Context: an optimization exercise on an open-source flow, tuned for small area, a short achievable clock period and few clock cycles per item. The choices shown serve that exercise and are no tape-out recipe.
The RTL was checked by simulation tests, not by an equivalence proof against the original design.

### design/flow/run.sh
#!/bin/bash
# synth_recipe.tcl (not shown) runs the flow's synth.tcl, then flattens the netlist and writes it again
# the make line also repeats each setting of config.mk as NAME=value (left out here)
make -C /OpenROAD-flow-scripts/flow DESIGN_CONFIG=/design/flow/config.mk WORK_HOME=/design/flow/orfs CLKGATE_MAP_FILE= SYNTH_SCRIPT=/design/flow/synth_recipe.tcl finish
### design/flow/config.mk
export PLATFORM = sky130hd
export DESIGN_NAME = weighted_random_neighbor_pick
export DESIGN_NICKNAME = weighted_random_neighbor_pick
export VERILOG_FILES = /design/flow/design.v
export SDC_FILE = /design/flow/constraint.sdc
export NUM_CORES = 4
export LEC_CHECK = 0
export CAP_MARGIN = 20
export CORE_MARGIN = 2
export CORE_UTILIZATION = 40
export SLEW_MARGIN = 20
### design/flow/constraint.sdc
create_clock -name core_clock -period 11.0 [get_ports {clk}]
set_input_delay 2.2000 -clock core_clock [delete_from_list [all_inputs] [get_ports {clk}]]
set_output_delay 2.2000 -clock core_clock [all_outputs]
set_load 0.01 [all_outputs]
### design/flow/design.v
`default_nettype none
package wrnp_pkg;
  localparam int SITE_W = 8;
  localparam int CFG_W  = 16;
  localparam int RV_W   = 31;
  localparam int DIFF_W = 17;    
  localparam int WGT_W  = 17;    
  localparam int TOT_W  = 20;    
  localparam logic [CFG_W-1:0] MAXD_RESET = 16'd255;
endpackage
`default_nettype wire
`default_nettype none
module wrnp_ram (
  input  wire logic                        clk,
  input  wire logic                        clr,
  input  wire logic                        we,
  input  wire logic [4:0]                  idx,
  input  wire logic                        nonempty,
  input  wire logic [15:0]                 distance,
  input  wire logic [15:0]                 active,
  input  wire logic                        target_valid,
  output logic      [5:0]                  ne,
  output logic      [6*wrnp_pkg::DIFF_W-1:0] df,
  output logic      [15:0]                 a8,
  output logic                             tv16
);
  logic [wrnp_pkg::DIFF_W-1:0] diff;
  assign diff = {1'b0, active} - {1'b0, distance};
  function automatic logic [2:0] trio_slot(input logic [4:0] i);
    case (i)
      5'd2:    trio_slot = 3'd0;
      5'd3:    trio_slot = 3'd1;
      5'd4:    trio_slot = 3'd2;
      5'd12:   trio_slot = 3'd3;
      5'd13:   trio_slot = 3'd4;
      5'd14:   trio_slot = 3'd5;
      default: trio_slot = 3'd7;
    endcase
  endfunction
  always_ff @(posedge clk) begin
    if (clr) begin
      ne   <= '0;
      df   <= '0;
      a8   <= '0;
      tv16 <= 1'b0;
    end else if (we) begin
      for (int k = 0; k < 6; k++) begin
        if (trio_slot(idx) == 3'(k)) begin
          ne[k] <= nonempty;
          df[k*wrnp_pkg::DIFF_W +: wrnp_pkg::DIFF_W] <= diff;
        end
      end
      if (idx == 5'd8)
        a8 <= active;
      if (idx == 5'd16)
        tv16 <= target_valid;
    end
  end
endmodule
`default_nettype wire
`default_nettype none
module wrnp_div #(
  parameter int K = 3
) (
  input  wire logic [wrnp_pkg::TOT_W-1:0] divisor,
  input  wire logic [wrnp_pkg::TOT_W-1:0] rem_in,
  input  wire logic [K-1:0]               bits_in,    
  output logic      [wrnp_pkg::TOT_W-1:0] rem_out
);
  always_comb begin
    logic [wrnp_pkg::TOT_W:0] t;
    logic [wrnp_pkg::TOT_W:0] d;
    logic [wrnp_pkg::TOT_W-1:0] r;
    r = rem_in;
    for (int i = K - 1; i >= 0; i--) begin
      t = {r, bits_in[i]};
      d = t - {1'b0, divisor};
      if (!d[wrnp_pkg::TOT_W])
        r = d[wrnp_pkg::TOT_W-1:0];
      else
        r = t[wrnp_pkg::TOT_W-1:0];
    end
    rem_out = r;
  end
endmodule
`default_nettype wire
`default_nettype none
module weighted_random_neighbor_pick (
  input  wire logic                              clk,
  input  wire logic                              rst,
  input  wire logic                              in_valid,
  output logic                                   in_ready,
  input  wire logic                              mode,
  input  wire logic [4:0]                        entry_index,
  input  wire logic                              entry_nonempty,
  input  wire logic [15:0]                       entry_distance,
  input  wire logic [15:0]                       entry_active,
  input  wire logic                              entry_target_valid,
  input  wire logic [wrnp_pkg::SITE_W-1:0]       start_site,
  input  wire logic                              at_node,
  input  wire logic                              uniform_weights,
  input  wire logic [wrnp_pkg::RV_W-1:0]         random_value,
  output logic                                   out_valid,
  input  wire logic                              out_ready,
  output logic      [wrnp_pkg::SITE_W-1:0]       next_site,
  output logic                                   moved,
  input  wire logic                              cfg_we,
  input  wire logic [wrnp_pkg::CFG_W-1:0]        cfg_wdata
);
  localparam int K  = 3;
  localparam int WW = wrnp_pkg::WGT_W;
  localparam int TW = wrnp_pkg::TOT_W;
  localparam int DW = wrnp_pkg::DIFF_W;
  logic        rst_q;
  logic [15:0] maxd;
  always_ff @(posedge clk) begin
    rst_q <= rst;
    if (cfg_we && !rst)
      maxd <= cfg_wdata;
    else if (rst_q)
      maxd <= wrnp_pkg::MAXD_RESET;
  end
  logic        s0_valid;
  logic        s0_mode;
  logic [4:0]  s0_idx;
  logic        s0_ne;
  logic [15:0] s0_dist;
  logic [15:0] s0_act;
  logic        s0_tv;
  logic [3:0]  s0_site;
  logic        s0_sinv;
  logic        s0_node;
  logic        s0_uni;
  logic [30:0] s0_rv;
  logic        job_busy;
  logic        job_fin;
  logic        room;
  logic        adv;
  logic        load;
  assign adv      = !job_busy || (job_fin && room);
  assign in_ready = !s0_valid || adv;
  assign load     = adv && s0_valid;
  always_ff @(posedge clk) begin
    if (rst) begin
      s0_valid <= 1'b0;
    end else if (in_ready) begin
      s0_valid <= in_valid;
    end
    if (in_ready) begin
      s0_mode <= mode;
      s0_idx  <= entry_index;
      s0_ne   <= entry_nonempty;
      s0_dist <= entry_distance;
      s0_act  <= entry_active;
      s0_tv   <= entry_target_valid;
      s0_site <= start_site[3:0];
      s0_sinv <= |start_site[7:4];
      s0_node <= at_node;
      s0_uni  <= uniform_weights;
      s0_rv   <= random_value;
    end
  end
  logic [5:0]      t_ne;
  logic [6*DW-1:0] t_df;
  logic [15:0]     t_a8;
  logic            t_tv16;
  wrnp_ram u_table (
    .clk          (clk),
    .clr          (rst_q),
    .we           (load && !s0_mode),
    .idx          (s0_idx),
    .nonempty     (s0_ne),
    .distance     (s0_dist),
    .active       (s0_act),
    .target_valid (s0_tv),
    .ne           (t_ne),
    .df           (t_df),
    .a8           (t_a8),
    .tv16         (t_tv16)
  );
  function automatic logic [DW-1:0] dsel(input logic [6*DW-1:0] d, input logic [2:0] k);
    dsel = d[k*DW +: DW];
  endfunction
  logic        is_trio;
  logic [2:0]  ia, ib, ic;
  logic [1:0]  pos8;
  always_comb begin
    is_trio = 1'b1;
    ia = 3'd0; ib = 3'd0; ic = 3'd0; pos8 = 2'd0;
    case (s0_site)
      4'd2:    begin ia = 3'd2; ib = 3'd4; ic = 3'd5; pos8 = 2'd1; end
      4'd3:    begin ia = 3'd3; ib = 3'd4; ic = 3'd5; pos8 = 2'd0; end
      4'd4:    begin ia = 3'd0; ib = 3'd3; ic = 3'd4; pos8 = 2'd1; end
      4'd12:   begin ia = 3'd1; ib = 3'd2; ic = 3'd5; pos8 = 2'd2; end
      4'd13:   begin ia = 3'd0; ib = 3'd1; ic = 3'd2; pos8 = 2'd3; end
      4'd14:   begin ia = 3'd0; ib = 3'd1; ic = 3'd3; pos8 = 2'd2; end
      default: is_trio = 1'b0;
    endcase
  end
  function automatic logic [WW-1:0] clampw(input logic [DW-1:0] d, input logic [15:0] b);
    logic [DW:0] s;
    s = {d[DW-1], d} + {2'b00, b};
    clampw = s[DW] ? '0 : s[WW-1:0];
  endfunction
  logic [WW-1:0] wa, wb, wc, w8, w16;
  logic [WW-1:0] x1, x2, x3, x4;
  logic [WW-1:0] w_or;
  logic [TW-1:0] tot;
  always_comb begin
    wa  = clampw(dsel(t_df, ia), maxd);
    wb  = clampw(dsel(t_df, ib), maxd);
    wc  = clampw(dsel(t_df, ic), maxd);
    w8  = s0_node ? {1'b0, maxd} + {1'b0, t_a8} : '0;
    w16 = t_tv16 ? {1'b0, maxd} : '0;
    case (pos8)
      2'd0:    begin x1 = w8; x2 = wa; x3 = wb; x4 = wc; end
      2'd1:    begin x1 = wa; x2 = w8; x3 = wb; x4 = wc; end
      2'd2:    begin x1 = wa; x2 = wb; x3 = w8; x4 = wc; end
      default: begin x1 = wa; x2 = wb; x3 = wc; x4 = w8; end
    endcase
    w_or = wa | wb | wc | w8 | w16;
    tot = TW'(wa) + TW'(wb) + TW'(wc) + TW'(w8) + TW'(w16);
  end
  logic [5:0] smask;
  logic [2:0] scnt;
  logic [2:0] sr;
  logic [1:0] m3;
  logic [2:0] m5;
  logic [2:0] sj;
  logic       is_small;
  function automatic logic [1:0] mod3(input logic [30:0] v);
    logic [5:0] s1;
    logic [3:0] s2;
    s1 = '0;
    for (int i = 0; i < 16; i++)
      s1 = s1 + 6'((i == 15) ? {1'b0, v[30]} : v[2*i +: 2]);
    s2 = 4'(s1[1:0]) + 4'(s1[3:2]) + 4'(s1[5:4]);
    mod3 = 2'(s2 % 4'd3);
  endfunction
  function automatic logic [2:0] mod5(input logic [30:0] v);
    logic [6:0] s1;
    logic [4:0] s2;
    s1 = '0;
    for (int i = 0; i < 8; i++)
      s1 = s1 + 7'((i == 7) ? {1'b0, v[30:28]} : v[4*i +: 4]);
    s2 = 5'(s1[3:0]) + 5'(s1[6:4]);
    mod5 = 3'(s2 % 5'd5);
  endfunction
  always_comb begin
    if (s0_site == 4'd0)
      smask = t_ne;
    else
      smask = {1'b0, w16 != '0, x4 != '0, x3 != '0, x2 != '0, x1 != '0};
    is_small = (s0_site == 4'd0) || s0_uni || (w_or[WW-1:1] == '0);
    scnt  = 3'(smask[0]) + 3'(smask[1]) + 3'(smask[2]) +
            3'(smask[3]) + 3'(smask[4]) + 3'(smask[5]);
    m3 = mod3(s0_rv);
    m5 = mod5(s0_rv);
    case (scnt)
      3'd2:    sr = {2'b00, s0_rv[0]};
      3'd3:    sr = {1'b0, m3};
      3'd4:    sr = {1'b0, s0_rv[1:0]};
      3'd5:    sr = m5;
      3'd6: begin
        case ({s0_rv[0], m3})
          3'b0_00: sr = 3'd0;
          3'b1_01: sr = 3'd1;
          3'b0_10: sr = 3'd2;
          3'b1_00: sr = 3'd3;
          3'b0_01: sr = 3'd4;
          default: sr = 3'd5;
        endcase
      end
      default: sr = 3'd0;
    endcase
    sj = 3'd0;
    begin
      logic [2:0] c;
      logic       found;
      c = 3'd0;
      found = 1'b0;
      for (int i = 0; i < 6; i++) begin
        if (smask[i] && !found) begin
          if (c == sr) begin
            sj = 3'(i);
            found = 1'b1;
          end
          c = c + 3'd1;
        end
      end
    end
  end
  function automatic logic [4:0] slot_side(input logic [3:0] site, input logic [2:0] j);
    logic [4:0] s;
    s = 5'd16;
    case (site)
      4'd0:  case (j) 3'd0: s = 5'd2;  3'd1: s = 5'd3;  3'd2: s = 5'd4;
                      3'd3: s = 5'd12; 3'd4: s = 5'd13; default: s = 5'd14; endcase
      4'd2:  case (j) 3'd0: s = 5'd4;  3'd1: s = 5'd8;  3'd2: s = 5'd13; 3'd3: s = 5'd14; default: s = 5'd16; endcase
      4'd3:  case (j) 3'd0: s = 5'd8;  3'd1: s = 5'd12; 3'd2: s = 5'd13; 3'd3: s = 5'd14; default: s = 5'd16; endcase
      4'd4:  case (j) 3'd0: s = 5'd2;  3'd1: s = 5'd8;  3'd2: s = 5'd12; 3'd3: s = 5'd13; default: s = 5'd16; endcase
      4'd12: case (j) 3'd0: s = 5'd3;  3'd1: s = 5'd4;  3'd2: s = 5'd8;  3'd3: s = 5'd14; default: s = 5'd16; endcase
      4'd13: case (j) 3'd0: s = 5'd2;  3'd1: s = 5'd3;  3'd2: s = 5'd4;  3'd3: s = 5'd8;  default: s = 5'd16; endcase
      4'd14: case (j) 3'd0: s = 5'd2;  3'd1: s = 5'd3;  3'd2: s = 5'd8;  3'd3: s = 5'd12; default: s = 5'd16; endcase
      default: s = 5'd16;
    endcase
    slot_side = s;
  endfunction
  logic          job_div;      
  logic [3:0]    cnt;
  logic [3:0]    j_site;
  logic [7:0]    res_site;
  logic          res_moved;
  logic [WW-1:0] r_x1, r_x2, r_x3, r_x4;
  logic [TW-1:0] r_tot;
  logic [TW-1:0] r_rem;
  logic [30:0]   r_q;
  logic [4:0]    lsel;         
  logic [3:0]    ncyc;
  always_comb begin
    if (w_or[16])              begin lsel = 5'd16; ncyc = 4'd4; end
    else if (|w_or[15:13])     begin lsel = 5'd13; ncyc = 4'd5; end
    else if (|w_or[12:10])     begin lsel = 5'd10; ncyc = 4'd6; end
    else if (|w_or[9:7])       begin lsel = 5'd7;  ncyc = 4'd7; end
    else if (|w_or[6:4])       begin lsel = 5'd4;  ncyc = 4'd8; end
    else                      begin lsel = 5'd1;  ncyc = 4'd9; end
  end
  logic [TW-1:0] rem_next;
  wrnp_div #(.K(K)) u_div (
    .divisor (r_tot),
    .rem_in  (r_rem),
    .bits_in (r_q[30 -: K]),
    .rem_out (rem_next)
  );
  logic [TW-1:0] p1, p2, p3, p4;
  logic [2:0]    dj;
  always_comb begin
    p1 = TW'(r_x1);
    p2 = p1 + TW'(r_x2);
    p3 = p2 + TW'(r_x3);
    p4 = p3 + TW'(r_x4);
    if (r_rem < p1)      dj = 3'd0;
    else if (r_rem < p2) dj = 3'd1;
    else if (r_rem < p3) dj = 3'd2;
    else if (r_rem < p4) dj = 3'd3;
    else                 dj = 3'd4;
  end
  logic       push;
  logic [7:0] push_site;
  logic       push_moved;
  assign push       = job_busy && job_fin && room;
  assign push_site  = job_div ? {3'b000, slot_side(j_site, dj)} : res_site;
  assign push_moved = job_div ? 1'b1 : res_moved;
  always_ff @(posedge clk) begin
    if (rst) begin
      job_busy <= 1'b0;
      job_fin  <= 1'b0;
      job_div  <= 1'b0;
    end else if (adv) begin
      job_busy <= s0_valid;
      job_fin  <= 1'b1;
      job_div  <= 1'b0;
      if (s0_valid && s0_mode && !s0_sinv && is_trio && !is_small) begin
        job_fin <= 1'b0;
        job_div <= 1'b1;
      end
    end else if (job_busy && !job_fin) begin
      if (cnt == '0)
        job_fin <= 1'b1;
    end
  end
  always_ff @(posedge clk) begin
    if (load) begin
      j_site <= s0_site;
      cnt    <= ncyc;
      r_x1   <= x1;
      r_x2   <= x2;
      r_x3   <= x3;
      r_x4   <= x4;
      r_tot  <= tot;
      r_rem  <= TW'(s0_rv >> (31 - lsel));
      r_q    <= s0_rv << lsel;
      if (!s0_mode) begin
        res_site  <= 8'd0;
        res_moved <= 1'b0;
      end else if (s0_sinv) begin
        res_site  <= 8'hFF;
        res_moved <= 1'b0;
      end else if ((s0_site == 4'd0 || is_trio) && is_small && scnt != 3'd0) begin
        res_site  <= {3'b000, slot_side(s0_site, sj)};
        res_moved <= 1'b1;
      end else begin
        res_site  <= {4'h0, s0_site};
        res_moved <= 1'b0;
      end
    end else if (job_busy && !job_fin) begin
      cnt   <= cnt - 1'b1;
      r_rem <= rem_next;
      r_q   <= r_q << K;
    end
  end
  logic       sk_valid;
  logic [7:0] sk_site;
  logic       sk_moved;
  assign room = !sk_valid;
  always_ff @(posedge clk) begin
    if (rst) begin
      out_valid <= 1'b0;
      sk_valid  <= 1'b0;
    end else if (!out_valid || out_ready) begin
      if (sk_valid) begin
        out_valid <= 1'b1;
        sk_valid  <= 1'b0;
      end else begin
        out_valid <= push;
      end
    end else if (push) begin
      sk_valid <= 1'b1;
    end
    if (!out_valid || out_ready) begin
      if (sk_valid) begin
        next_site <= sk_site;
        moved     <= sk_moved;
      end else begin
        next_site <= push_site;
        moved     <= push_moved;
      end
    end
    if (push) begin
      sk_site  <= push_site;
      sk_moved <= push_moved;
    end
  end
endmodule
`default_nettype wire
==> results.txt <==
| Quantity | Reported |
|:---|:---|
| Count of buffers inserted at the top-level ports | 112 |
| Routability cong. | 1.046 |
| Sink Count | 394 |
| Max Clock Freq | 0.09071 GHz |
| Clock tree buffer depth | 3 |
| Net count after synthesis | 4806 |
| Cell area after synthesis | 0.03598 mm^2 |
| Post-synthesis async set-or-reset flop share | 0% |
| Transition time at the pin with the least slew margin | 1.171 ns |
| Min Hold Slack | 0.4523 ns |
| Pin count of the biggest net entering global routing | 101 |
| Mapped Avg Cell Area | 8.445 um^2 |
| Crit path capture type | flop |
| Drt pass-1 iters | 8 |
| Yosys reg bits | 394 |
| Worst hold path type | reg2reg |
| Starting utilization of the core area | 40.52% |
| Unrepaired setup endpoints after global routing | yes |
| Sum of negative setup slack | -0.03455 ns |
| Most repeated cell in the gate-level netlist after synthesis | sky130_fd_sc_hd__nand2_1 |
| Arr. time, crit path | 11.36 ns |
| Clock buffers created by TritonCTS | 46 |
| Cell accounting for the most synthesized area | sky130_fd_sc_hd__edfxtp_1 |
| Critical path fanouts, max | 8 |
| Number of distinct standard cells referenced by the synthesized netlist | 97 |
| Final number of setup-violating endpoints | 2 |
| DR vias | 33797 |
| Layout check failures | negative setup slack |
| Die outline width | 303.9 um |
| Synth area leaders | sky130_fd_sc_hd__edfxtp_1, sky130_fd_sc_hd__ha_1, sky130_fd_sc_hd__dfxtp_1 |
| Antenna viol nets, final | 0 |
| Worst Setup Start Kind | flop |
| Setup Skew | 0.03157 ns |
| Root buffer cell | sky130_fd_sc_hd__clkbuf_16 |
| Outcome | finished with violations |
| Antenna violations before repair | 6 |
| Number of pins with negative max-slew slack in the final report | 0 |
| Final period util | 100.2% |
| DR WL/cell | 22.78 um |
| Worst-skew pair later-pin latency | 0.61 ns |
| Detailed-route DRC error count | 0 |
| Proportion of netlist area held by the largest area contributor | 21.87% |
| Share of post-route cells with drive strength above 1 | 15.67% |
| Count of flip-flops with a built-in enable after synthesis | 262 |
| First DRT Iteration DRCs | 3349 |
| Chip height | 303.9 um |
| Via count of the first global-routing pass | 31671 |
| Layout Area Growth over Synthesis | 21.79% |
| Sequential cell area fraction in the yosys report | 29.21% |
| Most common flop cell mapped by yosys | sky130_fd_sc_hd__edfxtp_1 |
| Worst-path clk slew | 0.06 ns |
| Most used standard cells in the synthesized netlist | sky130_fd_sc_hd__nand2_1, sky130_fd_sc_hd__inv_1, sky130_fd_sc_hd__a21oi_1 |
| Tightest slew margin relative to the limit | 21.60% |
| Depth of the CTS H-tree | 2 |
| GR Util All Layers | 27.76% |
| Final #Nets | 5243 |
| Number of buffers inserted for hold repair after clock tree synthesis | 0 |
| Average via count per standard cell | 5.728 |
| Total wire length | 134400 um |
| Required @ worst endpoint | 11.33 ns |
| Number of maximum-capacitance violations | 0 |
| Detailed placement HPWL | 106900 um |
| Critical Setup Path Class | reg2reg |
| Final Critical Period | 11.02 ns |
| GRT overflow | 0 |
| DIE AREA | 0.09236 mm^2 |
| Slowest cell on the critical path | sky130_fd_sc_hd__fa_1 |
| Number of failing hold endpoints at the final stage | 0 |
| Critical Path Most Common Cell | sky130_fd_sc_hd__buf_4 |
| Worst reg2reg setup slack | -0.02 ns |
| Clock tree from TritonCTS | built |
| Number of standard cells after synthesis | 4260 |
| Crit path largest cell delay | 0.52 ns |
| Std cell rows | 109 |
| Area of the core region | 0.08878 mm^2 |
| Final worst setup slack | -0.02456 ns |
| I/O pin cnt | 113 |
| First-pass GRT wire length | 197700 um |
| Count of warnings emitted by yosys | 3 |
==> state kept, by name, summed over array words and instances (netlist names), 16 cells and up <==
signal	count
r_q	31
r_rem	20
maxd	16
s0_act	16
u_table.df	102
s0_dist	16
s0_rv	31
r_tot	20
r_x1	17
r_x4	17
u_table.a8	16
r_x3	17
r_x2	17
==> kinds of logic after synthesis <==
kind of cell,count (synthesis),synth area share (%)
multiplexers,136,3.930
adder cells (fa/ha/maj),444,17.82
other,1,0.01042
AND/OR/NAND/NOR,1395,17.83
flip-flops,394,29.21
XOR/XNOR,157,3.822
buffers and inverters,555,5.905
AO/OA/AOI/OAI,1178,21.47
==> per-stage QoR <==
stage / instances / instance area (um^2) / setup WS, ns / utilization [%]
floorplan: 4260 / 36000 / 0.01921 / -
global placement: 5758 / 41110 / -0.3281 / 46.31
detailed placement: 5758 / 41120 / -0.3808 / 46.31
CTS: 5844 / 42600 / 0.01319 / 47.99
global route: 5899 / 43810 / -0.3701 / 49.35
finish: 5900 / 43820 / -0.02456 / 49.35
==> final cells by class <==
cell class,count,area (um^2)
Antenna cell,1,2.502
Clock buffer,54,1202
Clock inverter,31,203.9
Fill cell,8510,44970
Inverter,377,1420
Multi-Input combinational cell,3313,24180
Sequential cell,394,10510
Tap cell,1165,1458
Timing Repair Buffer,565,4837
==> cells in the final DEF (no fill, tap or decap), drive strengths merged, types with 31 or more instances in the layout <==
cell,count
a31oi,63
o211ai,44
fa,114
nor3,76
inv,380
clkdlybuf4s50,112
a21boi,31
a21o,79
xnor2,114
nor2b,37
mux2,42
edfxtp,262
a21oi,354
xor2,43
a221oi,34
nand2,610
a211oi,40
ha,330
nand2b,56
dfxtp,132
o21ai,233
nor2,278
nand3,102
mux2i,94
buf,450
o21a,35
clkbuf,57
and2,56
==> per-layer routing <==
layer  up-vias  global-route usage [%]  share of wire (%)
li1      16165                       -                  -
met1     16149                   38.15                 45
met2      1226                   43.49                 44
met3       249                   3.761                6.4
met4         8                   12.29                5.0
met5         -                       0              0.038
==> timing repair <==
item                                    CTS  global route
setup buffers                             1            49
gates cloned                              0             4
gates resized for setup                  19           165
endpoints found under the setup margin    5            25
pin swaps                                 6            75
==> worst max-delay path, delay by kind of cell (launching register included) <==
| kind | cells | cell delay, ns |
|---|---|---|
| flops | 1 | 0.42 |
| fa+ha+maj | 8 | 2.82 |
| compound gates | 22 | 4.08 |
| xor+xnor | 1 | 0.20 |
| buf+inv | 11 | 1.48 |
| mux | 1 | 0.18 |
| simple gates | 9 | 1.55 |
==> path summary, 6_finish.rpt <==
kind                  startpoint        endpoint  cells after the start
setup / recovery      s0_site[1]     res_site[3]                     52
hold / removal    u_table.df[92]  u_table.df[92]                      2
setup reg to reg      s0_site[1]     res_site[3]                     52
hold reg to reg   u_table.df[92]  u_table.df[92]                      2
Testbench counts, summed over its fixed seeds: cycles 25,117, items 8,000.

==> static timing again, ports no longer ideal <==
The flow's constraints put no driver on any port. The routed layout listed below was extracted and timed again, unchanged, in two steps.
Step 1 assumes that a clkbuf_16 drives the clock port and a buf_2 every other input.
Step 2 times the ports against the registers' clock, not the clock port: input delays grow and output delays shrink by t, the midpoint of the rising clock arrivals with the driver on.
a / b / c = no drivers / after step 1 / after step 2; a / b = the first two.
t (ns): 0.661
setup WS [ns]: -0.025 / -0.025 / -0.025
latest minus earliest clock arrival (ns): 0.031 / 0.031
worst slew at a driven data input, ns: 0.06
cell pins on the clock port's net: 1
The setup slack of this run moves by 0.000 ns with the drivers and by 0.000 ns with both steps.
